From an optimization exercise on the open Yosys and OpenROAD flow, aimed at small area, a short achievable clock period and few clock cycles per item; shortcuts taken in it are not production practice. In this exercise RTL edits were held to simulation tests only and were not proved equivalent to the original.

===== flow/run.sh =====
#!/bin/bash
# Standard ORFS layout, with the synthesis technology mapping done by the ABC
# script in flow/abc_speed.script (area-oriented mapping, then sizing).
set -euo pipefail
cd "$(dirname "${BASH_SOURCE[0]}")/.."
W=$PWD
rm -rf "$W/scripts_own"
cp -r "$FLOW_HOME/scripts" "$W/scripts_own"
cp "$W/flow/abc_speed.script" "$W/scripts_own/abc_speed.script"
bash standard.sh SCRIPTS_DIR="$W/scripts_own" finish > "$W/standard_flow.log" 2>&1

===== flow/abc_speed.script =====
&get -n
&st
&dch -f
&nf
&put
topo
stime -c
buffer -c
upsize -c
dnsize -c

===== standard.sh =====
#!/bin/bash
# synth_recipe.tcl (not shown) runs the flow's synth.tcl, then flattens the netlist and writes it again
# the make line also repeats each setting of config.mk as NAME=value (left out here)
make -C /OpenROAD-flow-scripts/flow DESIGN_CONFIG=/design/flow/config.mk WORK_HOME=/design/flow/orfs CLKGATE_MAP_FILE= SYNTH_SCRIPT=/design/flow/synth_recipe.tcl "${@:-finish}"

===== config.mk =====
export PLATFORM = sky130hd
export DESIGN_NAME = aes_dec_core
export DESIGN_NICKNAME = aes_dec_core
export VERILOG_FILES = /design/flow/design.v
export SDC_FILE = /design/flow/constraint.sdc
export NUM_CORES = 4
export LEC_CHECK = 0
export CAP_MARGIN = 20
export CELL_PAD_IN_SITES_DETAIL_PLACEMENT = 1
export CELL_PAD_IN_SITES_GLOBAL_PLACEMENT = 2
export CORE_MARGIN = 2
export CORE_UTILIZATION = 30
export PLACE_DENSITY = 0.5
export SETUP_SLACK_MARGIN = 4.0
export SLEW_MARGIN = 20

===== constraint.sdc =====
create_clock -name core_clock -period 8.0 [get_ports {clk}]
set_input_delay 1.6000 -clock core_clock [delete_from_list [all_inputs] [get_ports {clk}]]
set_output_delay 1.6000 -clock core_clock [all_outputs]
set_load 0.01 [all_outputs]

===== design.v =====
module aes_dec_core (
    input  logic         clk,
    input  logic         rst,
    input  logic         start,
    input  logic [127:0] key,
    input  logic [127:0] ciphertext,
    input  logic         step_en,
    output logic         busy,
    output logic         done,
    output logic [127:0] plaintext
);
    function automatic logic [1:0] gf4_mul(input logic [1:0] a, input logic [1:0] b);
        logic t;
        t = a[1] & b[1];
        gf4_mul = {t ^ (a[1] & b[0]) ^ (a[0] & b[1]), t ^ (a[0] & b[0])};
    endfunction
    function automatic logic [3:0] gf16_mul(input logic [3:0] a, input logic [3:0] b);
        logic [1:0] t, u;
        t = gf4_mul(a[3:2], b[3:2]);
        u = gf4_mul(a[3:2] ^ a[1:0], b[3:2] ^ b[1:0]);
        gf16_mul = {u ^ gf4_mul(a[1:0], b[1:0]), {t[0] ^ t[1], t[1]} ^ gf4_mul(a[1:0], b[1:0])};
    endfunction
    function automatic logic [3:0] gf16_inv(input logic [3:0] a);
        case (a)
            4'h0: gf16_inv = 4'h0;
            4'h1: gf16_inv = 4'h1;
            4'h2: gf16_inv = 4'h3;
            4'h3: gf16_inv = 4'h2;
            4'h4: gf16_inv = 4'hf;
            4'h5: gf16_inv = 4'hc;
            4'h6: gf16_inv = 4'h9;
            4'h7: gf16_inv = 4'hb;
            4'h8: gf16_inv = 4'ha;
            4'h9: gf16_inv = 4'h6;
            4'ha: gf16_inv = 4'h8;
            4'hb: gf16_inv = 4'h7;
            4'hc: gf16_inv = 4'h5;
            4'hd: gf16_inv = 4'he;
            4'he: gf16_inv = 4'hd;
            4'hf: gf16_inv = 4'h4;
            default: gf16_inv = 4'h0;
        endcase
    endfunction
    function automatic logic [11:0] gf256_inv_a(input logic [7:0] a);
        gf256_inv_a = {a[7:4], a[7:4] ^ a[3:0],
                       gf16_inv({a[4] ^ a[3], a[5] ^ a[2] ^ a[3], a[5] ^ a[7] ^ a[1] ^ a[2], a[4] ^ a[5] ^ a[6] ^ a[7] ^ a[0] ^ a[1] ^ a[3]} ^ gf16_mul(a[7:4], a[3:0]))};
    endfunction
    function automatic logic [7:0] gf256_inv_b(input logic [11:0] p);
        gf256_inv_b = {gf16_mul(p[11:8], p[3:0]), gf16_mul(p[7:4], p[3:0])};
    endfunction
    function automatic logic [11:0] inv_sbox_a(input logic [7:0] x);
        inv_sbox_a = gf256_inv_a({x[1] ^ x[2] ^ x[6] ^ x[7], ~(x[0] ^ x[3]), x[3] ^ x[4] ^ x[5] ^ x[6], ~(x[1] ^ x[2] ^ x[7]), ~(x[5] ^ x[7]), x[1] ^ x[2] ^ x[6], x[2] ^ x[3] ^ x[5] ^ x[6], x[3]});
    endfunction
    function automatic logic [7:0] inv_sbox_b(input logic [11:0] p);
        logic [7:0] t;
        t = gf256_inv_b(p);
        inv_sbox_b = {t[1] ^ t[2] ^ t[5], t[2] ^ t[3] ^ t[6] ^ t[7], t[1] ^ t[2] ^ t[5] ^ t[7], t[1] ^ t[3] ^ t[4], t[1] ^ t[4] ^ t[6] ^ t[7], t[1] ^ t[4] ^ t[5], t[4] ^ t[6] ^ t[7], t[0] ^ t[1] ^ t[2] ^ t[4]};
    endfunction
    function automatic logic [11:0] sbox_a(input logic [7:0] x);
        sbox_a = gf256_inv_a({x[5] ^ x[7], x[1] ^ x[2] ^ x[3] ^ x[4] ^ x[5] ^ x[6], x[1] ^ x[4] ^ x[6] ^ x[7], x[2] ^ x[3] ^ x[4] ^ x[6] ^ x[7], x[1] ^ x[2] ^ x[6] ^ x[7], x[3] ^ x[4] ^ x[6], x[1] ^ x[3], x[0] ^ x[1] ^ x[2] ^ x[3] ^ x[7]});
    endfunction
    function automatic logic [7:0] sbox_b(input logic [11:0] p);
        logic [7:0] t;
        t = gf256_inv_b(p);
        sbox_b = {t[2] ^ t[7], ~(t[4] ^ t[7]), ~(t[2] ^ t[3] ^ t[7]), t[0] ^ t[2] ^ t[3] ^ t[4] ^ t[5], t[0], t[0] ^ t[1] ^ t[2] ^ t[3] ^ t[4], ~(t[0] ^ t[1] ^ t[3] ^ t[7]), ~(t[0] ^ t[6])};
    endfunction
    function automatic logic [7:0] xtime(input logic [7:0] x);
        xtime = {x[6:0], 1'b0} ^ (x[7] ? 8'h1b : 8'h00);
    endfunction
    function automatic logic [7:0] inv_xtime(input logic [7:0] x);
        inv_xtime = x[0] ? {1'b1, x[7:1] ^ 7'h0d} : {1'b0, x[7:1]};
    endfunction
    function automatic logic [31:0] inv_mix_col(input logic [31:0] col);
        logic [7:0] a0, a1, a2, a3, b0, b1, b2, b3, u, v, t;
        a0 = col[31:24];
        a1 = col[23:16];
        a2 = col[15:8];
        a3 = col[7:0];
        u  = xtime(xtime(a0 ^ a2));
        v  = xtime(xtime(a1 ^ a3));
        b0 = a0 ^ u;
        b1 = a1 ^ v;
        b2 = a2 ^ u;
        b3 = a3 ^ v;
        t  = b0 ^ b1 ^ b2 ^ b3;
        inv_mix_col = {b0 ^ t ^ xtime(b0 ^ b1), b1 ^ t ^ xtime(b1 ^ b2),
                       b2 ^ t ^ xtime(b2 ^ b3), b3 ^ t ^ xtime(b3 ^ b0)};
    endfunction
    function automatic logic [127:0] inv_mix(input logic [127:0] s);
        inv_mix = {inv_mix_col(s[127:96]), inv_mix_col(s[95:64]),
                   inv_mix_col(s[63:32]), inv_mix_col(s[31:0])};
    endfunction
    function automatic logic [191:0] round_a(input logic [127:0] s);
        logic [191:0] o;
        logic [3:0]   dst;
        logic [3:0]   src;
        o = '0;
        for (int i = 0; i < 16; i++) begin
            dst = 4'(i);
            src = {dst[3:2] - dst[1:0], dst[1:0]};
            o[191 - 12*i -: 12] = inv_sbox_a(s[127 - 8*int'(src) -: 8]);
        end
        round_a = o;
    endfunction
    function automatic logic [127:0] round_b(input logic [191:0] p);
        logic [127:0] o;
        o = '0;
        for (int i = 0; i < 16; i++) o[127 - 8*i -: 8] = inv_sbox_b(p[191 - 12*i -: 12]);
        round_b = o;
    endfunction
    function automatic logic [47:0] key_a(input logic [31:0] w);
        key_a = {sbox_a(w[23:16]), sbox_a(w[15:8]), sbox_a(w[7:0]), sbox_a(w[31:24])};
    endfunction
    function automatic logic [31:0] key_b(input logic [47:0] m);
        key_b = {sbox_b(m[47:36]), sbox_b(m[35:24]), sbox_b(m[23:12]), sbox_b(m[11:0])};
    endfunction
    logic [127:0] s_r, p2_r, ra_r, rb_r, rc_r;
    logic [191:0] p1_r;
    logic [47:0]  m_r;
    logic         a_act_r, b_act_r, c_act_r;
    logic [7:0]   a_rc_r, b_rc_r, c_rc_r;
    logic [127:0] pt_r;
    logic         busy_r, done_r;
    logic         x_act_r;         
    logic         x_rdy_r;         
    logic         x_go_r;          
    logic         x_half_r;        
    logic [127:0] x_ct_r;
    logic [127:0] x_k_r;           
    logic [47:0]  x_m_r;
    logic [7:0]   x_rc_r;
    logic [127:0] k0c_r;           
    logic         kv_r;            
    logic [127:0] kdec, x_next;
    logic [31:0]  x_sub;
    logic         c_fin, afree, hit, accept, mv;
    assign kdec  = {rb_r[127:96] ^ key_b(m_r) ^ {b_rc_r, 24'h0}, rb_r[127:96] ^ rb_r[95:64],
                    rb_r[95:64] ^ rb_r[63:32], rb_r[63:32] ^ rb_r[31:0]};
    assign c_fin = c_act_r && (c_rc_r == 8'h8d);
    assign afree = !c_act_r || c_fin;
    assign x_sub = key_b(x_m_r);
    always_comb begin
        x_next[127:96] = x_k_r[127:96] ^ x_sub ^ {x_rc_r, 24'h0};
        x_next[95:64]  = x_k_r[95:64] ^ x_next[127:96];
        x_next[63:32]  = x_k_r[63:32] ^ x_next[95:64];
        x_next[31:0]   = x_k_r[31:0] ^ x_next[63:32];
    end
    assign hit    = kv_r && (key == k0c_r);
    assign accept = start && !busy_r;
    assign mv     = x_act_r && x_rdy_r && step_en && afree;
    always_ff @(posedge clk) begin
        if (rst) begin
            a_act_r <= 1'b0;
            b_act_r <= 1'b0;
            c_act_r <= 1'b0;
            x_act_r <= 1'b0;
            kv_r    <= 1'b0;
            busy_r  <= 1'b0;
            done_r  <= 1'b0;
        end else begin
            done_r <= step_en && c_fin;
            if (step_en) begin
                a_act_r <= mv || (c_act_r && !c_fin);
                b_act_r <= a_act_r;
                c_act_r <= b_act_r;
            end
            if (accept) begin
                x_act_r <= 1'b1;
                kv_r    <= hit;
            end else if (mv) begin
                x_act_r <= 1'b0;
            end else if (x_act_r && !x_rdy_r && step_en && x_half_r && x_rc_r == 8'h36) begin
                kv_r    <= 1'b1;
            end
            busy_r <= accept || (x_act_r && !mv);
        end
        if (step_en) begin
            p1_r   <= round_a(s_r);
            rb_r   <= ra_r;
            m_r    <= key_a(ra_r[31:0] ^ ra_r[63:32]);
            b_rc_r <= a_rc_r;
            p2_r   <= round_b(p1_r) ^ kdec;
            rc_r   <= kdec;
            c_rc_r <= inv_xtime(b_rc_r);
            if (mv) begin
                s_r    <= x_ct_r ^ x_k_r;
                ra_r   <= x_k_r;
                a_rc_r <= 8'h36;
            end else begin
                s_r    <= inv_mix(p2_r);
                ra_r   <= rc_r;
                a_rc_r <= c_rc_r;
            end
            if (c_fin) pt_r <= p2_r;
        end
        if (!x_act_r) x_ct_r <= ciphertext;
        if (accept) begin
            k0c_r   <= key;
            x_rdy_r <= hit;
            x_go_r  <= 1'b0;
        end else if (x_act_r && !x_rdy_r && step_en) begin
            if (!x_go_r) begin
                x_go_r   <= 1'b1;
                x_half_r <= 1'b0;
                x_k_r    <= k0c_r;
                x_rc_r   <= 8'h01;
            end else begin
                x_half_r <= !x_half_r;
                if (x_half_r) begin
                    x_k_r  <= x_next;
                    x_rc_r <= xtime(x_rc_r);
                    if (x_rc_r == 8'h36) x_rdy_r <= 1'b1;
                end
            end
        end
        if (step_en) x_m_r <= key_a(x_k_r[31:0]);
    end
    assign busy      = busy_r;
    assign done      = done_r;
    assign plaintext = pt_r;
endmodule

==> impl_metrics.json, run 1 <==
{
  "maxSlewHeadroom_pct": 19.9,
  "fillCellCount": 31700,
  "yosys-top-cells-count": "2185 x xnor2_1, 1474 x edfxtp_1, 1088 x xor2_1",
  "multi_input_area_mm2": 0.0452,
  "synthCells": 7278,
  "synth_async_sr_flop_share_pct": 0,
  "status": "timing/DRC/antenna clean",
  "slew_viol_final": 0,
  "regArea_mm2": 0.0444,
  "first_global_vias": 57300,
  "fp.dieH_um": 550,
  "synthToLayoutAreaGrowth_pct": 19.0,
  "place.detailed.hpwl_um": 255000,
  "avgSynthCellArea_um2": 12.3,
  "setup_viol": 0,
  "critPathCaptureType": "flip-flop",
  "hp-class": "flip-flop to flip-flop",
  "hold_viol": 0,
  "ctsHoldBuffers": 0,
  "yosys.area.top_type": "edfxtp_1",
  "nNetsFinal": 8361,
  "routedWlPerCell_um": 26.6,
  "worst_slew_pin_slew_ps": 1200,
  "placementRows": 200,
  "drt-total-wl_um": 319000,
  "clkSinkCount": 1482,
  "h-tree-depth": 4,
  "ant_nets": 0,
  "vias": 54300,
  "stdcell_area_mm2": 0.107,
  "cp_data_required_time_ps": 8630,
  "cpLargestDelayFamily": "simple AND/OR/NAND/NOR gates",
  "gp_congestion": 0.814,
  "ys_types": 70,
  "critPathBufInv": 2,
  "drive_gt1_share_pct": 10.5,
  "grt.overflow.total": 0,
  "synth_area_mm2": 0.0895,
  "dp_cells": 11500,
  "postPlaceCellArea_mm2": 0.0985,
  "finalNonFillerCells": 12000,
  "viasPerCell": 4.54,
  "yosysWarnings": 1,
  "num_io_pins": 390,
  "yosysMostFrequentCell": "xnor2_1",
  "fin_util_pct": 35.9,
  "critPathKind": "flip-flop to flip-flop",
  "arrival_ps": 4560,
  "cp_max_fo": 131,
  "synth_top_area_share_pct": 49.4,
  "synthFlopType": "edfxtp_1",
  "fin_worst_skew_ps": 42.7,
  "synth-simple-area-share_pct": 5.76,
  "synth_compound_gate_area_share_pct": 2.79,
  "period_needed_ps": 3940,
  "cpPeakStageDelay_ps": 980,
  "max_cap_viol_count": 0,
  "cts_root_buffer": "clkbuf_16",
  "cp_slowest_cell": "nor3b_2",
  "clk_latency_ps": 890,
  "initial_core_util_pct": 30.2,
  "ys_ff_latch": 1482,
  "ys_seq_area_share_pct": 49.6,
  "max_freq_mhz": 254,
  "path_clk_slew_ps": 60,
  "synthAdderAreaFrac_pct": 3.17,
  "core_area_mm2": 0.297,
  "synth.mux.area_fraction_pct": 2.67,
  "grt_pass1_wl_um": 443000,
  "finalSetupTns_ps": 0,
  "synth-edff-count": 1474,
  "synthXorXnorAreaFrac_pct": 34.9,
  "period_share_pct": 49.2,
  "die_w_um": 550,
  "synth_nets": 7762,
  "crit_chain": "nor4b_1, nand3_1, nor3b_2, o21bai_4, buf_4, buf_12, a21oi_1",
  "drtIter0Drc": 3593,
  "grtUsageTotal_pct": 20.8,
  "die_area_mm2": 0.303,
  "grt_max_degree": 174,
  "io_buffers": 389,
  "rsz0062_at_grt": "yes",
  "synth_top_family_by_area": "XOR/XNOR gates",
  "cts_tree": "built",
  "drt_pass1_iterations": 7,
  "ys_top_cells_by_area": "edfxtp_1 49%, xnor2_1 21%, xor2_1 11%",
  "numCtsBuffers": 192,
  "clock_path_buffers": 4,
  "remaining_drc_errors": 0,
  "grt_antenna_before_repair": 41,
  "startpoint_type": "flip-flop"
}
[cell families (layout without fill, tap and decap cells)]
| family | after synthesis | in the layout |
|---|---|---|
| xor gates and xnor gates | 3397 | 3397 |
| other | 0 | 5 |
| and+or+nand+nor | 1253 | 1253 |
| buffers and inverters | 262 | 1021 |
| AOI/OAI and AO/OA | 444 | 444 |
| DFF | 1482 | 1482 |
| muxes | 213 | 213 |
| adders and majority gates | 227 | 227 |
[per-layer routing]
metal | up-vias | track usage (%) | share of wire (%)
met5 | - | 0 | 0.0085
met4 | 4 | 5.05 | 2.4
met3 | 294 | 2.52 | 4.1
met2 | 1027 | 32.6 | 45
met1 | 27400 | 30.2 | 49
li1 | 25600 | - | -
[path summary, 6_finish.rpt]
path	from	end	slack (ps)	cells after the start
setup / recovery	c_rc_r[5]	s_r[38]	4060	7
hold / removal	ra_r[80]	rb_r[80]	410	0
setup reg to reg	c_rc_r[5]	s_r[38]	4060	7
hold reg to reg	ra_r[80]	rb_r[80]	410	0
[placed cells by master (no fill, tap or decap), types with 15 or more instances in the layout]
cell	n
xor3_1	15
xnor2_1	2109
xor2_2	36
clkinv_2	48
clkbuf_1	24
clkdlybuf4s50_1	388
buf_4	125
mux2i_1	42
edfxtp_1	1474
nand2_1	634
xnor2_2	109
nor4_1	27
and2_1	20
nor2_1	441
clkinv_1	39
bufinv_16	23
nand2b_1	45
xnor3_1	44
o21ai_0	136
ha_1	214
xor2_1	1055
a21oi_1	203
inv_1	118
clkbuf_16	192
o22ai_1	16
nor2b_1	21
inv_2	22
mux2_2	167
[worst register-to-register path, delay by kind of cell, from the launching register on]
family	cells	cell delay, ps
AOI/OAI and AO/OA	2	1020
buffers and inverters	2	690
DFF	1	430
and+or+nand+nor	3	1560
[registers in the layout, summed over array words and instances (netlist names), 8 cells and up]
signal  flops
b_rc_r      8
pt_r      128
s_r       128
x_k_r     128
x_m_r      48
rc_r      128
c_rc_r      8
x_ct_r    128
m_r        48
p2_r      128
x_rc_r      8
ra_r      128
k0c_r     128
rb_r      128
p1_r      192
a_rc_r      8
[what timing repair did]
action,CTS,global route
pin swaps,23,57
endpoints found under the setup margin,59,61
endpoints found under the hold margin,0,0
buffers inserted,26,66
gates resized for setup,72,91
[through the flow]
| step | setup slack [ps] | hold slack, ps |
|---|---|---|
| 6_report | 4060 | 413 |
| 5_1_grt | 3900 | 411 |
| 4_1_cts | 4000 | 401 |
| 3_5_place_dp | 2000 | 405 |
| 3_3_place_gp | 1940 | 401 |
| 2_1_floorplan | 2170 | 400 |
[area by class of cell]
type                    count  area share (%)
inverters                 141           0.501
clock buffers             216            4.59
diodes                      5          0.0117
clock inverters           138            1.35
repair buffers            526            4.77
flip-flops and latches   1482            41.7
well taps                3939            4.63
multi-input cells        5534            42.5
Testbench counts, summed over its fixed seeds: cycles 6,361, blocks 560.
==> run 2, diff against run 1 <==
--- a/config.mk
+++ b/config.mk
@@ -13,3 +13,3 @@
 export PLACE_DENSITY = 0.5
-export SETUP_SLACK_MARGIN = 4.0
+export SETUP_SLACK_MARGIN = 5.0
 export SLEW_MARGIN = 20
==> run 2 against run 1 <==
Routed wire length increased by 7.5%. Cell count increased by 5.9%. Via count increased by 6.6%. Area after synthesis unchanged. Worst hold slack got worse by 5.1 ps. Worst setup slack improved by 300 ps.
==> impl_metrics.json, run 2 <==
{
  "viasPerCell": 4.57,
  "path_clk_slew_ps": 60,
  "initial_core_util_pct": 30.2,
  "reg2regPathDepth": 12,
  "synth-edff-count": 1474,
  "yosys.area.top_type": "edfxtp_1",
  "yosysWarnings": 1,
  "grt_antenna_before_repair": 27,
  "synth_nets": 7762,
  "r2r_start": "ra_r[1]",
  "avgSynthCellArea_um2": 12.3,
  "routedWlPerCell_um": 27.0,
  "io_buffers": 389,
  "yosysMostFrequentCell": "xnor2_1",
  "worst_slew_pin_slew_ps": 1080,
  "vias": 57900,
  "remaining_drc_errors": 0,
  "drt-total-wl_um": 343000,
  "status": "timing/DRC/antenna clean",
  "ys_types": 70,
  "synthFlopType": "edfxtp_1",
  "hold_viol": 0,
  "numCtsBuffers": 193,
  "ys_top_cells_by_area": "edfxtp_1 49%, xnor2_1 21%, xor2_1 11%",
  "hold_end": "rb_r[73]",
  "regToRegSetupSlack_ps": 4370,
  "max_freq_mhz": 275,
  "synthCells": 7278,
  "final_cell_mix": "1629 x xnor2_1, 1474 x edfxtp_1, 876 x xor2_1, 634 x buf_4, 602 x nand2_1",
  "grt.busiest_layer": "met2",
  "hp-start": "ra_r[73]",
  "clock_path_buffers": 4,
  "yosys-top-cells-count": "2185 x xnor2_1, 1474 x edfxtp_1, 1088 x xor2_1",
  "final_common_cell": "xnor2_1",
  "setup_viol": 0,
  "hp-class": "flip-flop to flip-flop",
  "period_needed_ps": 3630,
  "clk_latency_ps": 900,
  "synth_top_area_share_pct": 49.4,
  "max_cap_viol_count": 0,
  "ys_seq_area_share_pct": 49.6,
  "ant_nets": 0,
  "gp_congestion": 0.815,
  "clkSinkCount": 1482,
  "cp_data_required_time_ps": 8600,
  "rsz0062_at_grt": "yes",
  "period_share_pct": 45.4,
  "grt.overflow.total": 0,
  "drt_pass1_iterations": 5,
  "synth_async_sr_flop_share_pct": 0,
  "grt_util_met2_pct": 35.5,
  "synthToLayoutAreaGrowth_pct": 36.1,
  "largest_register_ffs": 192,
  "die_area_mm2": 0.303,
  "grtUsageMet3_pct": 2.49,
  "startpoint_type": "flip-flop",
  "grt.met1_usage_pct": 32.0,
  "place.detailed.hpwl_um": 257000,
  "grt_pass1_wl_um": 473000,
  "cts_tree": "built",
  "grt_max_degree": 162,
  "placementRows": 200,
  "critPathCaptureType": "flip-flop",
  "core_area_mm2": 0.297,
  "cp_max_fo": 3,
  "maxSlewHeadroom_pct": 27.6,
  "h-tree-depth": 4,
  "fp.dieH_um": 550,
  "num_io_pins": 390,
  "critPathKind": "flip-flop to flip-flop",
  "grtUsageTotal_pct": 22.1,
  "cts_root_buffer": "clkbuf_16",
  "hold_path_depth": 0,
  "ys_ff_latch": 1482,
  "finalSetupTns_ps": 0,
  "drtIter0Drc": 3966,
  "synth_area_mm2": 0.0895,
  "slew_viol_final": 0,
  "nNetsFinal": 9069,
  "first_global_vias": 60700,
  "die_w_um": 550,
  "drive_gt1_share_pct": 31.4,
  "arrival_ps": 4240,
  "worstReg2RegEnd": "m_r[15]",
  "regMostFlops": "p1_r",
  "fin_util_pct": 41.1,
  "fillCellCount": 30600,
  "fin_worst_skew_ps": 61.2
}
[run 2: cell counts after synthesis]
No cell type changed its count.
[run 2: cell type report]
class	count	area, µm²	share of cell area [%]
Tap cell	3939	4930	4.04
Antenna cell	5	12.5	0.0103
Sequential cell	1482	44400	36.5
Timing Repair Buffer	1233	10900	8.92
Inverter	141	586	0.480
Multi-Input combinational cell	5534	54800	45.0
Clock inverter	125	1200	0.984
Clock buffer	227	5000	4.10
[run 2: worst max-delay path by stage]
stage	slack (ps)	start	cells past startpoint	endpoint
after floorplan	2170	start	3	x_k_r[0]
after global placement	2760	key[108]	8	kv_r
after detailed placement	2790	key[111]	8	kv_r
after CTS	4300	ra_r[26]	12	m_r[0]
after global routing	4240	s_r[17]	16	p1_r[168]
final	4370	ra_r[1]	12	m_r[15]
[run 2: layer usage]
layer  part of all wire, %  up-vias
met3                   4.0      295
met1                    47    29600
met2                    46     1041
li1                      -    27000
met4                   2.3        6
met5                 0.012        -
[run 2: through the flow]
step                std cells  worst slack [ps]  hold slack [ps]  area [µm²]
floorplan                7278              2170              400       90900
global placement        11500              2760              400       99600
detailed placement      11500              2790              405       99600
CTS                     12500              4300              400      116000
global route            12700              4240              406      122000
finish                  12700              4370              408      122000
[run 2: repair_timing]
action	4_1_cts	5_1_grt
setup buffers	573	216
resized for setup	1557	633
hold buffers	0	0
setup endpoints to repair	1019	672
cloned	3	3
pin swaps	465	452
hold endpoints to repair	0	0
[run 2: critical path: stages (launching register included)]
cell	delay [ps]
edfxtp_1	460
xor2_4	310
xor3_4	630
xor2_4	200
ha_2	210
xnor2_2	130
xnor2_1	160
xnor3_2	280
xor3_2	280
and2_4	180
or2_4	250
nor2b_4	130
a2bb2oi_1	120
[run 2: logic make-up (layout without fill, tap and decap cells)]
family / count (synthesis) / after routing / share of synthesized area, %
XOR/XNOR: 3397 / 3397 / 34.9
flip-flops: 1482 / 1482 / 49.6
AND/OR/NAND/NOR: 1253 / 1253 / 5.76
AO/OA/AOI/OAI: 444 / 444 / 2.79
buffers and inverters: 262 / 1726 / 1.13
adder cells (fa/ha/maj): 227 / 227 / 3.17
multiplexers: 213 / 213 / 2.67
other: 0 / 5 / 0
==> run 3, diff against run 2 <==
--- a/config.mk
+++ b/config.mk
@@ -13,3 +13,3 @@
 export PLACE_DENSITY = 0.5
-export SETUP_SLACK_MARGIN = 5.0
+export SETUP_SLACK_MARGIN = 4.5
 export SLEW_MARGIN = 20
==> run 3 against run 2 <==
Area after synthesis unchanged. Cell count decreased by 3.6%. Routed wire length decreased by 5.2%. Still clean. Highest routed layer unchanged. Core utilization decreased by 3.5 points. Worst setup slack got worse by 96 ps.
==> impl_metrics.json, run 3 <==
{
  "grt.met1_usage_pct": 31.0,
  "synth_area_mm2": 0.0895,
  "synthToLayoutAreaGrowth_pct": 24.5,
  "vias": 55500,
  "arrival_ps": 4300,
  "worst_slew_pin_slew_ps": 1170,
  "io_buffers": 389,
  "period_needed_ps": 3730,
  "ctsHoldBuffers": 0,
  "synthCells": 7278,
  "dp_slack_ps": 2920,
  "avgSynthCellArea_um2": 12.3,
  "drt-total-wl_um": 325000,
  "ant_nets": 0,
  "synth-simple-area-share_pct": 5.76,
  "maxSlewHeadroom_pct": 22.2,
  "setup_viol": 0,
  "numCtsBuffers": 190,
  "die_area_mm2": 0.303,
  "num_io_pins": 390,
  "drtIter0Drc": 3862,
  "clock_path_buffers": 4,
  "cp_slowest_cell": "edfxtp_1",
  "synthXorXnorAreaFrac_pct": 34.9,
  "synth-edff-count": 1474,
  "synthAdderAreaFrac_pct": 3.17,
  "core_area_mm2": 0.297,
  "grtUsageTotal_pct": 21.0,
  "drive_gt1_share_pct": 17.9,
  "dp_cells": 11500,
  "final_cell_mix": "1953 x xnor2_1, 1474 x edfxtp_1, 993 x xor2_1, 630 x nand2_1, 432 x nor2_1",
  "drt_pass1_iterations": 5,
  "slew_viol_final": 0,
  "grt_util_met2_pct": 32.9,
  "crit_chain": "xor2_2, xnor2_2, inv_2, ha_4, inv_6, ha_4, xor2_2, xnor2_2, xnor2_1, xnor2_1, xnor2_2, inv_2, ha_2, or3_1, o21ai_1, mux2i_1",
  "ys_ff_latch": 1482,
  "viasPerCell": 4.53,
  "routedWlPerCell_um": 26.6,
  "r2r_start": "s_r[90]",
  "hold_viol": 0,
  "max_cap_viol_count": 0,
  "grt_max_degree": 167,
  "cpLargestDelayFamily": "XOR/XNOR gates",
  "yosysWarnings": 1,
  "die_w_um": 550,
  "first_global_vias": 57700,
  "ys_top_cells_by_area": "edfxtp_1 49%, xnor2_1 21%, xor2_1 11%",
  "finalSetupTns_ps": 0,
  "clkSinkCount": 1482,
  "cp_num_cells": 16,
  "critPathCaptureType": "flip-flop",
  "critPathLaunch": "s_r[90]",
  "holdWs_ps": 409,
  "synth_top_family_by_area": "XOR/XNOR gates",
  "hp-class": "flip-flop to flip-flop",
  "synth_top_area_share_pct": 49.4,
  "initial_core_util_pct": 30.2,
  "clk_latency_ps": 880,
  "synthFlopType": "edfxtp_1",
  "regToRegSetupSlack_ps": 4270,
  "path_clk_slew_ps": 60,
  "synth_async_sr_flop_share_pct": 0,
  "grtUsageMet3_pct": 2.83,
  "synth_nets": 7762,
  "grt.overflow.total": 0,
  "cpPeakStageDelay_ps": 430,
  "placementRows": 200,
  "fillCellCount": 31400,
  "final_common_cell": "xnor2_1",
  "synth_compound_gate_area_share_pct": 2.79,
  "critPathBufInv": 3,
  "yosysMostFrequentCell": "xnor2_1",
  "finalNonFillerCells": 12200,
  "cts_tree": "built",
  "max_freq_mhz": 268,
  "grt_pass1_wl_um": 450000,
  "cp_data_required_time_ps": 8570,
  "largest_register_ffs": 192,
  "yosys.area.top_type": "edfxtp_1",
  "fp.dieH_um": 550,
  "startpoint_type": "flip-flop",
  "grt_antenna_before_repair": 53,
  "reg2regPathDepth": 16,
  "period_share_pct": 46.6,
  "status": "timing/DRC/antenna clean",
  "synth.mux.area_fraction_pct": 2.67,
  "rsz0062_at_grt": "yes",
  "h-tree-depth": 4,
  "remaining_drc_errors": 0,
  "cp_max_fo": 5,
  "fin_worst_skew_ps": 52.5,
  "ys_types": 70,
  "cts_root_buffer": "clkbuf_16",
  "regMostFlops": "p1_r",
  "fin_ws_ps": 4270,
  "crit_end": "p1_r[132]",
  "ys_seq_area_share_pct": 49.6,
  "critPathKind": "flip-flop to flip-flop",
  "worstReg2RegEnd": "p1_r[132]",
  "path_common_cell": "xnor2_2",
  "grt.busiest_layer": "met2",
  "nNetsFinal": 8613,
  "place.detailed.hpwl_um": 254000,
  "gp_congestion": 0.821,
  "yosys-top-cells-count": "2185 x xnor2_1, 1474 x edfxtp_1, 1088 x xor2_1"
}
run 3: changes by cell type in the layout (fill, tap and decap cells not counted), moves of 98 or more:
| cell | previous run | this run |
|---|---|---|
| buf_2 | 123 | 0 |
| buf_4 | 634 | 357 |
| buf_6 | 174 | 22 |
| clkdlybuf4s50_1 | 204 | 373 |
| xnor2_1 | 1629 | 1953 |
| xnor2_2 | 462 | 236 |
| xnor2_4 | 136 | 38 |
| xor2_1 | 876 | 993 |
run 3: stage by stage:
step                utilization, %  cell area, µm²
finish                        37.6          111000
global route                  37.5          111000
CTS                           36.6          109000
detailed placement            33.4           99100
global placement              33.4           99100
floorplan                        -           90300
run 3: area by class of cell:
class                           count  area, µm²  share of cell area (%)
Tap cell                         3939       4930                    4.42
Multi-Input combinational cell   5534      48500                    43.5
Clock buffer                      230       4970                    4.46
Timing Repair Buffer              780       7050                    6.32
Clock inverter                    112        953                   0.855
Antenna cell                       10       25.0                  0.0225
Inverter                          141        574                   0.515
Sequential cell                  1482      44400                    39.9
run 3: worst min path at each step:
stage	startpoint	to	slack [ps]	cells after the start
detailed placement	a_rc_r[7]	b_rc_r[7]	410	0
global placement	ra_r[80]	rb_r[80]	400	0
CTS	ra_r[70]	rb_r[70]	410	0
floorplan	a_rc_r[0]	b_rc_r[0]	400	0
global route	ra_r[95]	rb_r[95]	420	0
finish	ra_r[119]	rb_r[119]	410	0
run 3: cells by family after synthesis:
logic type      Yosys count
compound gates          444
xor+xnor               3397
fa+ha+maj               227
buf+inv                 262
flops                  1482
mux                     213
simple gates           1253
run 3: worst register-to-register path, cell delays in order, from the launching register on:
cell and delay, ps:
edfxtp_1 430, xor2_2 220, xnor2_2 230, inv_2 90
ha_4 290, inv_6 30, ha_4 160, xor2_2 150
xnor2_2 210, xnor2_1 160, xnor2_1 150, xnor2_2 410
inv_2 150, ha_2 210, or3_1 370, o21ai_1 90
mux2i_1 90
run 3: routing by layer:
metal  vias up  wire length, µm
met5         -               94
met4        16             5570
met3       270            13600
met2      1013           146000
met1     28100           159000
li1      26100                -
run 3: timing repair:
item | in CTS | in global routing
setup buffers | 209 | 140
setup endpoints to repair | 302 | 179
pin swaps | 203 | 183
gates resized for setup | 315 | 296
gates cloned | 0 | 0
==> run 4, diff against run 3 <==
--- a/config.mk
+++ b/config.mk
@@ -11,4 +11,4 @@
 export CORE_MARGIN = 2
-export CORE_UTILIZATION = 30
-export PLACE_DENSITY = 0.5
+export CORE_UTILIZATION = 40
+export PLACE_DENSITY = 0.55
 export SETUP_SLACK_MARGIN = 4.5
==> run 4 against run 3 <==
Non-clock buffer count rose by 9. Maximum frequency increased by 1.8%. Still clean on timing, DRC and antenna. Largest cell class unchanged.
==> impl_metrics.json, run 4 <==
{
  "status": "timing/DRC/antenna clean",
  "initial_core_util_pct": 40.3,
  "grt.overflow.total": 0,
  "yosys.area.top_type": "edfxtp_1",
  "period_needed_ps": 3660,
  "fin_worst_skew_ps": 36.6,
  "routedWlPerCell_um": 26.1,
  "fp.dieH_um": 477,
  "drtIter0Drc": 4063,
  "synth_async_sr_flop_share_pct": 0,
  "cp_data_required_time_ps": 8570,
  "yosysMostFrequentCell": "xnor2_1",
  "critPathKind": "flip-flop to flip-flop",
  "cts_root_buffer": "clkbuf_16",
  "drive_gt1_share_pct": 17.7,
  "die_area_mm2": 0.228,
  "slew_viol_final": 0,
  "clk_latency_ps": 850,
  "synthFlopType": "edfxtp_1",
  "ys_seq_area_share_pct": 49.6,
  "worst_slew_pin_slew_ps": 1170,
  "synth_area_mm2": 0.0895,
  "placementRows": 173,
  "finalSetupTns_ps": 0,
  "maxSlewHeadroom_pct": 22.1,
  "ys_ff_latch": 1482,
  "rsz0062_at_grt": "yes",
  "hp-class": "flip-flop to flip-flop",
  "period_share_pct": 45.8,
  "final_common_cell": "xnor2_1",
  "synth_top_area_share_pct": 49.4,
  "h-tree-depth": 4,
  "die_w_um": 477,
  "num_io_pins": 390,
  "setup_viol": 0,
  "regMostFlops": "p1_r",
  "synthCells": 7278,
  "path_clk_slew_ps": 60,
  "synth_nets": 7762,
  "vias": 56200,
  "ant_nets": 0,
  "critPathCaptureType": "flip-flop",
  "yosysWarnings": 1,
  "largest_register_ffs": 192,
  "yosys-top-cells-count": "2185 x xnor2_1, 1474 x edfxtp_1, 1088 x xor2_1",
  "viasPerCell": 4.99,
  "fillCellCount": 22700,
  "drt-total-wl_um": 294000,
  "numCtsBuffers": 178,
  "synth-edff-count": 1474,
  "ys_types": 70,
  "arrival_ps": 4230,
  "clkSinkCount": 1482,
  "startpoint_type": "flip-flop",
  "max_cap_viol_count": 0,
  "regArea_mm2": 0.0444,
  "max_freq_mhz": 273,
  "cts_tree": "built",
  "nNetsFinal": 8612,
  "cp_max_fo": 4,
  "gp_congestion": 0.856,
  "synthToLayoutAreaGrowth_pct": 23.0,
  "final_cell_mix": "1956 x xnor2_1, 1474 x edfxtp_1, 1005 x xor2_1, 629 x nand2_1, 431 x nor2_1",
  "drt_pass1_iterations": 5,
  "grt_pass1_wl_um": 415000,
  "first_global_vias": 58100,
  "remaining_drc_errors": 0,
  "core_area_mm2": 0.222,
  "ys_top_cells_by_area": "edfxtp_1 49%, xnor2_1 21%, xor2_1 11%",
  "grt_antenna_before_repair": 43,
  "grt_max_degree": 180,
  "avgSynthCellArea_um2": 12.3,
  "io_buffers": 389,
  "grtUsageTotal_pct": 25.2,
  "hold_viol": 0,
  "ctsHoldBuffers": 0,
  "place.detailed.hpwl_um": 227000,
  "clock_path_buffers": 3,
  "multi_input_area_mm2": 0.0484
}
[run 4: layout make-up]
type | count | area share (%)
diodes | 5 | 0.0114
multi-input cells | 5536 | 44.0
flip-flops and latches | 1482 | 40.4
repair buffers | 789 | 6.47
inverters | 141 | 0.526
well taps | 2975 | 3.38
clock buffers | 220 | 4.24
clock inverters | 105 | 1.05
[run 4: per-stage QoR]
step	worst slack, ps	utilization (%)	instance area [µm²]	cells	hold WS (ps)
after floorplan	2170	-	90300	7278	400
after global placement	3270	44.0	97800	10600	401
after detailed placement	3280	44.0	97800	10600	405
after CTS	4300	48.1	107000	11100	411
after global routing	4160	49.5	110000	11300	422
final	4340	49.5	110000	11300	413
[run 4: layer usage]
layer / GRT usage (%) / vias up / part of all wire [%]
li1: - / 26100 / -
met1: 36.2 / 28500 / 47
met2: 39.8 / 1263 / 46
met3: 4.09 / 284 / 5.2
met4: 5.75 / 14 / 2.3
met5: 0 / - / 0.032
[run 4: what timing repair did]
| item | in CTS | in global routing |
|---|---|---|
| setup endpoints to repair | 231 | 225 |
| pin swaps | 191 | 213 |
| cloned | 2 | 0 |
| resized for setup | 245 | 334 |
| setup buffers | 215 | 149 |
[run 4: path summary, 6_finish.rpt]
| path | startpoint | endpoint | slack [ps] | depth (start not counted) |
|---|---|---|---|---|
| worst max-delay path | s_r[50] | p1_r[24] | 4340 | 18 |
| worst min-delay path | ra_r[74] | rb_r[74] | 410 | 0 |
| worst max register to register | s_r[50] | p1_r[24] | 4340 | 18 |
| worst min register to register | ra_r[74] | rb_r[74] | 410 | 0 |
[run 4: cells by family (layout without fill, tap and decap cells)]
logic type | after synthesis | after routing | share of synthesized area (%)
AOI/OAI and AO/OA | 444 | 444 | 2.79
xor gates and xnor gates | 3397 | 3397 | 34.9
adders and majority gates | 227 | 227 | 3.17
buffers and inverters | 262 | 1255 | 1.13
DFF | 1482 | 1482 | 49.6
muxes | 213 | 213 | 2.67
other | 0 | 5 | 0
and+or+nand+nor | 1253 | 1255 | 5.76
[run 4: critical path, stage by stage, from the launching register on]
cell,delay (ps)
edfxtp_1,430
xor2_2,220
xnor2_2,230
inv_2,80
buf_4,130
buf_4,120
buf_4,120
buf_4,120
ha_2,170
xor2_2,190
xnor2_2,150
xnor2_2,160
xnor2_2,170
xnor2_2,280
inv_2,140
ha_4,180
or3_4,360
o21ai_2,60
mux2i_1,70
==> run 5, diff against run 4 <==
--- a/config.mk
+++ b/config.mk
@@ -11,3 +11,3 @@
 export CORE_MARGIN = 2
-export CORE_UTILIZATION = 40
+export CORE_UTILIZATION = 45
 export PLACE_DENSITY = 0.55
==> run 5 against run 4 <==
Still clean on timing, DRC and antenna. Routed wire length fell by 1.2%. Non-clock buffer count up 25. Sequential share of layout area about the same. Cell count shrank 2.9%. Die area decreased by 11%. First-iteration DRC count grew 4.0%. Highest routed layer unchanged.
==> impl_metrics.json, run 5 <==
{
  "ctsHoldBuffers": 0,
  "remaining_drc_errors": 0,
  "synth_top_area_share_pct": 49.4,
  "synthCells": 7278,
  "arrival_ps": 4230,
  "maxSlewHeadroom_pct": 25.4,
  "critPathCaptureType": "flip-flop",
  "drive_gt1_share_pct": 18.2,
  "ant_nets": 0,
  "nNetsFinal": 8629,
  "r2r_start": "s_r[106]",
  "critPathLaunch": "s_r[106]",
  "critPathKind": "flip-flop to flip-flop",
  "ys_ff_latch": 1482,
  "regToRegSetupSlack_ps": 4310,
  "final_common_cell": "xnor2_1",
  "routedWlPerCell_um": 26.6,
  "vias": 56800,
  "grt.met1_usage_pct": 38.7,
  "yosys-top-cells-count": "2185 x xnor2_1, 1474 x edfxtp_1, 1088 x xor2_1",
  "cp_slowest_cell": "edfxtp_1",
  "rsz0062_at_grt": "yes",
  "cts_tree": "built",
  "grt.overflow.total": 0,
  "io_buffers": 389,
  "core_area_mm2": 0.197,
  "clock_path_buffers": 3,
  "initial_core_util_pct": 45.3,
  "cts_root_buffer": "clkbuf_16",
  "clkSinkCount": 1482,
  "synth-edff-count": 1474,
  "setup_viol": 0,
  "grt_max_degree": 191,
  "grtUsageMet3_pct": 2.82,
  "die_area_mm2": 0.203,
  "first_global_vias": 58700,
  "largest_register_ffs": 192,
  "h-tree-depth": 4,
  "synth_nets": 7762,
  "clk_latency_ps": 840,
  "hp-class": "flip-flop to flip-flop",
  "worst_slew_pin_slew_ps": 1110,
  "cpPeakStageDelay_ps": 430,
  "hold_viol": 0,
  "fin_util_pct": 55.7,
  "crit_chain": "xor2_2, xnor2_2, inv_2, ha_4, inv_4, ha_4, xor2_2, xnor2_2, buf_4, xnor2_1, xnor2_2, inv_1, ha_4, or3_1, o21ai_1, mux2i_1",
  "status": "timing/DRC/antenna clean",
  "period_needed_ps": 3690,
  "viasPerCell": 5.20,
  "ys_top_cells_by_area": "edfxtp_1 49%, xnor2_1 21%, xor2_1 11%",
  "fin_worst_skew_ps": 30.4,
  "max_cap_viol_count": 0,
  "gp_congestion": 0.888,
  "yosys.area.top_type": "edfxtp_1",
  "drtIter0Drc": 4227,
  "drt-total-wl_um": 291000,
  "drt_pass1_iterations": 5,
  "fp.dieH_um": 450,
  "synth_async_sr_flop_share_pct": 0,
  "avgSynthCellArea_um2": 12.3,
  "finalSetupTns_ps": 0,
  "placementRows": 163,
  "place.detailed.hpwl_um": 221000,
  "cp_max_fo": 4,
  "cp_data_required_time_ps": 8540,
  "num_io_pins": 390,
  "max_freq_mhz": 271,
  "yosysWarnings": 1,
  "path_clk_slew_ps": 60,
  "synthFlopType": "edfxtp_1",
  "slew_viol_final": 0,
  "hp-start": "ra_r[98]",
  "yosysMostFrequentCell": "xnor2_1",
  "ys_seq_area_share_pct": 49.6,
  "synth_area_mm2": 0.0895,
  "die_w_um": 450,
  "grt.busiest_layer": "met2",
  "grt_pass1_wl_um": 409000,
  "regMostFlops": "p1_r",
  "period_share_pct": 46.1,
  "numCtsBuffers": 172,
  "startpoint_type": "flip-flop",
  "synthToLayoutAreaGrowth_pct": 22.9,
  "final_cell_mix": "1944 x xnor2_1, 1474 x edfxtp_1, 995 x xor2_1, 629 x nand2_1, 431 x nor2_1",
  "grt_antenna_before_repair": 17,
  "ys_types": 70,
  "grtUsageTotal_pct": 27.8,
  "grt_util_met2_pct": 46.4
}
==> run 5: cell counts after synthesis <==
Identical to the previous run, type by type.
==> run 5: cell families (layout without fill, tap and decap cells) <==
logic type	after synthesis	count (layout)	synth area share (%)
and+or+nand+nor	1253	1253	5.76
muxes	213	213	2.67
xor gates and xnor gates	3397	3397	34.9
adders and majority gates	227	227	3.17
other	0	2	0
AOI/OAI and AO/OA	444	444	2.79
DFF	1482	1482	49.6
buffers and inverters	262	1272	1.13
==> run 5: cell type report <==
| cell class | instances | area (µm²) |
|---|---|---|
| Tap cell | 2640 | 3300 |
| Inverter | 141 | 564 |
| Clock inverter | 109 | 1140 |
| Timing Repair Buffer | 814 | 7440 |
| Antenna cell | 2 | 5.00 |
| Sequential cell | 1482 | 44400 |
| Multi-Input combinational cell | 5534 | 48600 |
| Fill cell | 19800 | 87400 |
| Clock buffer | 208 | 4480 |
==> run 5: worst paths after layout <==
kind | to | cells after the start
min | rb_r[98] | 0
max | p1_r[60] | 16
min reg2reg | rb_r[98] | 0
max reg2reg | p1_r[60] | 16
==> run 5: per-stage QoR <==
stage	worst slack (ps)	cells	cell area, µm²	hold slack [ps]
finish	4310	10900	110000	418
global route	4160	10900	110000	422
CTS	4270	10800	106000	418
detailed placement	3480	10200	97400	406
global placement	3460	10200	97400	401
floorplan	2170	7278	90300	400
==> run 5: critical path: cells and delay by family (launching register included) <==
family | cells | cell delay, ps
simple gates | 1 | 370
fa+ha+maj | 3 | 650
flops | 1 | 430
buf+inv | 4 | 500
xor+xnor | 6 | 1250
compound gates | 1 | 90
mux | 1 | 110
==> run 5: repair_timing <==
action / 4_1_cts / 5_1_grt
setup buffers: 217 / 170
setup endpoints to repair: 181 / 192
resized for setup: 246 / 377
gates cloned: 0 / 1
pin swaps: 189 / 247
==> run 5: layer usage <==
metal | vias to the layer above | routed length [µm]
met5 | - | 14
met2 | 1302 | 141000
met4 | 2 | 8600
met1 | 29100 | 129000
li1 | 26100 | -
met3 | 325 | 12100
==> run 6, diff against run 5 <==
--- a/design.v
+++ b/design.v
@@ -193,4 +193,4 @@
             end
-            if (c_fin) pt_r <= p2_r;
-        end
+        end
+        pt_r <= p2_r;
         if (!x_act_r) x_ct_r <= ciphertext;
@@ -215,3 +215,3 @@
         end
-        if (step_en) x_m_r <= key_a(x_k_r[31:0]);
+        x_m_r <= key_a(x_k_r[31:0]);
     end
--- a/config.mk
+++ b/config.mk
@@ -11,3 +11,3 @@
 export CORE_MARGIN = 2
-export CORE_UTILIZATION = 45
+export CORE_UTILIZATION = 40
 export PLACE_DENSITY = 0.55
==> run 6 against run 5 <==
Die area increased by 9.7%. Register-to-register slack gained 40 ps. Sequential share of layout area is 0.93 points lower. Sequential cell count stayed put. Routed wire length grew 1.4%. Worst setup slack better by 42 ps. Area after synthesis is 2.4% lower. Final area fell by 1.7%.
==> impl_metrics.json, run 6 <==
{
  "synth-edff-count": 1298,
  "ys_seq_area_share_pct": 48.8,
  "ys_ff_latch": 1482,
  "grt_antenna_before_repair": 24,
  "worst_slew_pin_slew_ps": 1210,
  "place.detailed.hpwl_um": 231000,
  "grt_pass1_wl_um": 414000,
  "synthFlopType": "edfxtp_1",
  "period_needed_ps": 3640,
  "gp_congestion": 0.902,
  "fin_ws_ps": 4360,
  "synth_async_sr_flop_share_pct": 0,
  "startpoint_type": "flip-flop",
  "clock_path_buffers": 3,
  "vias": 56100,
  "dp_cells": 10400,
  "io_buffers": 389,
  "finalSetupTns_ps": 0,
  "num_io_pins": 390,
  "max_freq_mhz": 274,
  "ant_nets": 0,
  "cpLargestDelayFamily": "XOR/XNOR gates",
  "nNetsFinal": 8617,
  "finalNonFillerCells": 11100,
  "status": "timing/DRC/antenna clean",
  "critPathKind": "flip-flop to flip-flop",
  "drtIter0Drc": 4085,
  "ys_types": 59,
  "h-tree-depth": 4,
  "fp.dieH_um": 471,
  "setup_viol": 0,
  "dp_slack_ps": 2920,
  "synth_area_mm2": 0.0874,
  "cp_data_required_time_ps": 8540,
  "final_common_cell": "xnor2_1",
  "period_share_pct": 45.6,
  "cts_root_buffer": "clkbuf_16",
  "grtUsageTotal_pct": 25.8,
  "yosysMostFrequentCell": "xnor2_1",
  "routedWlPerCell_um": 26.5,
  "viasPerCell": 5.03,
  "slew_viol_final": 0,
  "yosys-top-cells-count": "2235 x xnor2_1, 1298 x edfxtp_1, 1084 x xor2_1",
  "final_cell_mix": "1995 x xnor2_1, 1298 x edfxtp_1, 1015 x xor2_1, 618 x nand2_1, 427 x nor2_1",
  "clk_latency_ps": 860,
  "yosys.area.top_type": "edfxtp_1",
  "drt_pass1_iterations": 5,
  "ys_top_cells_by_area": "edfxtp_1 45%, xnor2_1 22%, xor2_1 11%",
  "yosysWarnings": 1,
  "drt-total-wl_um": 295000,
  "stdcell_area_mm2": 0.108,
  "cp_slowest_cell": "edfxtp_1",
  "hp-class": "flip-flop to flip-flop",
  "path_clk_slew_ps": 60,
  "die_w_um": 471,
  "clkSinkCount": 1482,
  "postPlaceCellArea_mm2": 0.0958,
  "first_global_vias": 57400,
  "synth_top_area_share_pct": 44.6,
  "synthToLayoutAreaGrowth_pct": 23.7,
  "hold_viol": 0,
  "grt.overflow.total": 0,
  "crit_chain": "xor2_2, xnor2_2, inv_2, ha_4, inv_4, ha_4, xor2_4, xnor2_2, xnor2_1, xnor2_1, xnor2_1, xnor2_2, inv_2, buf_6, ha_4, a21oi_1, mux2i_1",
  "cp_max_fo": 3,
  "placementRows": 171,
  "drive_gt1_share_pct": 17.6,
  "initial_core_util_pct": 40.2,
  "die_area_mm2": 0.222,
  "critPathBufInv": 4,
  "largest_register_ffs": 192,
  "avgSynthCellArea_um2": 12.0,
  "synthCells": 7280,
  "synth_nets": 7764,
  "fin_worst_skew_ps": 31.0,
  "critPathCaptureType": "flip-flop",
  "core_area_mm2": 0.217,
  "arrival_ps": 4190,
  "cts_tree": "built",
  "regMostFlops": "p1_r",
  "cpPeakStageDelay_ps": 440,
  "remaining_drc_errors": 0,
  "max_cap_viol_count": 0,
  "numCtsBuffers": 176,
  "maxSlewHeadroom_pct": 18.6,
  "rsz0062_at_grt": "yes",
  "grt_max_degree": 163,
  "ctsHoldBuffers": 0
}
[run 6: cell types whose count changed after synthesis, moves of 15 or more]
cell,delta
o21ai_0,+21
dfxtp_1,+176
xnor2_2,-19
nand2_1,-15
xnor2_1,+50
edfxtp_1,-176
[run 6: cell type report]
cell class / count / area (µm²)
clock inverter: 99 / 1090
inverter: 129 / 547
fill: 22100 / 109000
sequential: 1482 / 42700
tap: 2854 / 3570
clock buffer: 232 / 4840
antenna: 4 / 10.0
timing repair buffer: 795 / 7200
multi-input combinational: 5549 / 48200
[run 6: worst reg2reg max path: stages (launching register included)]
cell and delay (ps):
edfxtp_1 440, xor2_2 220, xnor2_2 240, inv_2 90
ha_4 290, inv_4 40, ha_4 170, xor2_4 160
xnor2_2 190, xnor2_1 110, xnor2_1 260, xnor2_1 160
xnor2_2 240, inv_2 100, buf_6 130, ha_4 210
a21oi_1 170, mux2i_1 140
[run 6: worst paths after layout]
path                                  to  slack, ps  startpoint  depth (start not counted)
worst min-delay path            rb_r[76]        410    ra_r[76]                          0
worst max register to register  p1_r[96]       4360     s_r[34]                         17
worst min register to register  rb_r[76]        410    ra_r[76]                          0
worst max-delay path            p1_r[96]       4360     s_r[34]                         17
[run 6: cell families (layout without fill, tap and decap cells)]
kind of cell	count (synthesis)	after routing	share of synthesized area, %
XOR/XNOR	3410	3410	35.4
buffers and inverters	249	1255	1.09
flip-flops	1482	1482	48.8
AND/OR/NAND/NOR	1230	1230	5.77
adder cells (fa/ha/maj)	224	224	3.21
AO/OA/AOI/OAI	473	473	2.99
multiplexers	212	212	2.69
other	0	4	0
[run 6: repair_timing]
item / in CTS / in global routing
gates resized for setup: 246 / 334
setup buffers: 180 / 185
pin swaps: 197 / 242
setup endpoints to repair: 117 / 124
[run 6: metal layers]
metal | GRT usage (%) | vias up | routed length, µm
met3 | 3.52 | 301 | 15200
met5 | 0 | - | 16
li1 | - | 26000 | -
met4 | 6.98 | 2 | 8450
met2 | 41.4 | 1361 | 136000
met1 | 36.7 | 28400 | 135000
[run 6: through the flow]
stage / hold slack, ps / utilization (%)
6_report: 414 / 49.8
5_1_grt: 417 / 49.8
3_3_place_gp: 401 / 44.1
2_1_floorplan: 400 / -
4_1_cts: 414 / 48.2
3_5_place_dp: 406 / 44.1
Testbench counts of run 6, summed over its fixed seeds: cycles 6,361, blocks 560.
==> run 7, diff against run 6 <==
--- a/config.mk
+++ b/config.mk
@@ -7,3 +7,3 @@
 export LEC_CHECK = 0
-export CAP_MARGIN = 20
+export CAP_MARGIN = 10
 export CELL_PAD_IN_SITES_DETAIL_PLACEMENT = 1
@@ -14,2 +14,2 @@
 export SETUP_SLACK_MARGIN = 4.5
-export SLEW_MARGIN = 20
+export SLEW_MARGIN = 10
==> run 7 against run 6 <==
First-iteration DRC count shrank 5.4%. Critical path depth stayed put. Synthesized cell count stayed put. Cell count down 0.15%. Critical path type unchanged. Highest routed layer unchanged.
==> impl_metrics.json, run 7 <==
{
  "status": "timing/DRC/antenna clean",
  "avgSynthCellArea_um2": 12.0,
  "nNetsFinal": 8598,
  "max_cap_viol_count": 0,
  "hp-start": "ra_r[109]",
  "dp_cells": 10400,
  "ant_nets": 0,
  "critPathLaunch": "s_r[18]",
  "synthToLayoutAreaGrowth_pct": 23.6,
  "dp_slack_ps": 2720,
  "drtIter0Drc": 3866,
  "place.detailed.hpwl_um": 230000,
  "first_global_vias": 57100,
  "maxSlewHeadroom_pct": 11.1,
  "critPathBufInv": 3,
  "ys_seq_area_share_pct": 48.8,
  "synth_area_mm2": 0.0874,
  "hold_end": "rb_r[109]",
  "synth_async_sr_flop_share_pct": 0,
  "regMostFlops": "p1_r",
  "fp.dieH_um": 471,
  "arrival_ps": 4210,
  "ys_ff_latch": 1482,
  "rsz0062_at_grt": "yes",
  "yosys-top-cells-count": "2235 x xnor2_1, 1298 x edfxtp_1, 1084 x xor2_1",
  "finalSetupTns_ps": 0,
  "worst_slew_pin_slew_ps": 1320,
  "cpPeakStageDelay_ps": 470,
  "cp_max_fo": 4,
  "grt.overflow.total": 0,
  "cp_slowest_cell": "edfxtp_1",
  "h-tree-depth": 4,
  "synth_nets": 7764,
  "cts_tree": "built",
  "hold_viol": 0,
  "grt_max_degree": 163,
  "die_area_mm2": 0.222,
  "synthCells": 7280,
  "hold_path_depth": 0,
  "hp-class": "flip-flop to flip-flop",
  "slew_viol_final": 0,
  "grtUsageTotal_pct": 25.8,
  "largest_register_ffs": 192,
  "critPathKind": "flip-flop to flip-flop",
  "reg2regPathDepth": 17,
  "crit_chain": "xor2_2, xnor2_2, inv_2, ha_4, inv_4, ha_4, xnor2_4, xnor2_2, xnor2_1, xnor2_1, xnor2_1, xnor2_2, inv_2, ha_4, or3_1, o21ai_1, mux2i_1",
  "ys_types": 59,
  "yosysMostFrequentCell": "xnor2_1",
  "max_freq_mhz": 274,
  "fin_worst_skew_ps": 44.4,
  "worstReg2RegEnd": "p1_r[168]",
  "period_share_pct": 45.7,
  "clkSinkCount": 1482,
  "setup_viol": 0,
  "io_buffers": 389,
  "viasPerCell": 5.04,
  "ctsHoldBuffers": 0,
  "final_cell_mix": "1996 x xnor2_1, 1298 x edfxtp_1, 1005 x xor2_1, 618 x nand2_1, 427 x nor2_1",
  "core_area_mm2": 0.217,
  "cts_root_buffer": "clkbuf_16",
  "drive_gt1_share_pct": 17.5,
  "placementRows": 171,
  "r2r_start": "s_r[18]",
  "synth-edff-count": 1298,
  "synthFlopType": "edfxtp_1",
  "ys_top_cells_by_area": "edfxtp_1 45%, xnor2_1 22%, xor2_1 11%",
  "synth_top_area_share_pct": 44.6,
  "cpLargestDelayFamily": "XOR/XNOR gates",
  "yosys.area.top_type": "edfxtp_1",
  "gp_congestion": 0.902,
  "finalNonFillerCells": 11100,
  "initial_core_util_pct": 40.2,
  "fin_ws_ps": 4350,
  "fin_util_pct": 49.8,
  "num_io_pins": 390,
  "cp_data_required_time_ps": 8560,
  "final_common_cell": "xnor2_1",
  "clock_path_buffers": 3,
  "grt_pass1_wl_um": 412000,
  "remaining_drc_errors": 0,
  "critPathCaptureType": "flip-flop",
  "drt-total-wl_um": 294000,
  "vias": 56000,
  "grt_antenna_before_repair": 20,
  "yosysWarnings": 1,
  "period_needed_ps": 3650,
  "numCtsBuffers": 175,
  "routedWlPerCell_um": 26.5,
  "die_w_um": 471,
  "startpoint_type": "flip-flop",
  "drt_pass1_iterations": 7,
  "clk_latency_ps": 850,
  "path_clk_slew_ps": 60,
  "regToRegSetupSlack_ps": 4350
}
run 7: cell counts after synthesis:
No cell type changed its count.
run 7: area by class of cell:
class / count / area [µm²]
clock buffer: 222 / 4710
antenna: 7 / 17.5
clock inverter: 107 / 1250
timing repair buffer: 777 / 7060
fill: 22300 / 109000
multi-input combinational: 5549 / 48300
sequential: 1482 / 42700
inverter: 129 / 539
tap: 2854 / 3570
run 7: repair_timing:
| item | CTS | global route |
|---|---|---|
| setup buffers | 188 | 160 |
| gates resized for setup | 238 | 356 |
| setup endpoints to repair | 118 | 114 |
| pin swaps | 204 | 262 |
run 7: worst max path at each step:
| stage | slack [ps] | to | cells past startpoint |
|---|---|---|---|
| after floorplan | 2170 | x_k_r[0] | 3 |
| after global routing | 4160 | p1_r[168] | 17 |
| after detailed placement | 2720 | kv_r | 8 |
| after global placement | 1320 | kv_r | 7 |
| after CTS | 4390 | p1_r[120] | 18 |
| final | 4350 | p1_r[168] | 17 |
run 7: logic make-up (layout without fill, tap and decap cells):
kind of cell | after synthesis | after routing | share of synthesized area [%]
buf+inv | 249 | 1235 | 1.09
other cells | 0 | 7 | 0
simple gates | 1230 | 1230 | 5.77
fa+ha+maj | 224 | 224 | 3.21
flops | 1482 | 1482 | 48.8
compound gates | 473 | 473 | 2.99
xor+xnor | 3410 | 3410 | 35.4
mux | 212 | 212 | 2.69
run 7: worst register-to-register path: cells and delay by family, from the launching register on:
kind | cells | cell delay (ps)
adder cells (fa/ha/maj) | 3 | 630
XOR/XNOR | 8 | 1530
AO/OA/AOI/OAI | 1 | 80
flip-flops | 1 | 470
buffers and inverters | 3 | 250
AND/OR/NAND/NOR | 1 | 350
multiplexers | 1 | 80
run 7: through the flow:
| stage | instance area [µm²] | hold WS (ps) |
|---|---|---|
| 2_1_floorplan | 88300 | 400 |
| 5_1_grt | 108000 | 413 |
| 6_report | 108000 | 410 |
| 4_1_cts | 105000 | 413 |
| 3_5_place_dp | 95800 | 406 |
| 3_3_place_gp | 95700 | 401 |
run 7: layer usage:
layer / track usage (%) / vias up / part of all wire [%]
met5: 0 / - / 0.0054
met4: 7.64 / 2 / 3.0
met3: 3.15 / 299 / 4.5
met2: 41.0 / 1308 / 46
met1: 36.7 / 28500 / 46
li1: - / 25900 / -

-- what the ideal ports hide --
The flow's constraints put no driver on any port. The routed layouts listed below were extracted and timed again, unchanged, in two steps.
Step 1 sets driving cells, clkbuf_16 on the clock port and buf_2 on the other inputs (assumed; they add their load-dependent delay and slew).
Step 2, shift: input delay + t, output delay - t, t = (earliest + latest rising clock arrival at the registers) / 2. This alone moves slack from input paths to output paths.
a / b / c = no drivers / after step 1 / after step 2; a / b = the first two.
run | t (ns) | setup slack, ns | worst setup path at the end | clock arrival spread, ns | cell pins on the clock port's net
run 1 | 0.968 | 4.065 / 4.065 / 3.221 | input to register | 0.057 / 0.056 | 1
run 2 | 0.965 | 4.366 / 4.366 / 4.042 | input to register | 0.066 / 0.065 | 1
run 3 | 0.952 | 4.270 / 4.270 / 3.625 | input to register | 0.057 / 0.058 | 1
run 4 | 0.923 | 4.337 / 4.337 / 3.722 | input to register | 0.038 / 0.038 | 1
run 5 | 0.917 | 4.314 / 4.314 / 3.672 | input to register | 0.033 / 0.033 | 1
run 6 | 0.933 | 4.356 / 4.356 / 3.638 | input to register | 0.032 / 0.032 | 1
run 7 | 0.930 | 4.348 / 4.348 / 3.613 | input to register | 0.050 / 0.049 | 1
After both steps every run listed still meets setup and hold. For run 1, which loses most, drivers alone change the setup slack by 0.000 ns; drivers and shift together by -0.844 ns.
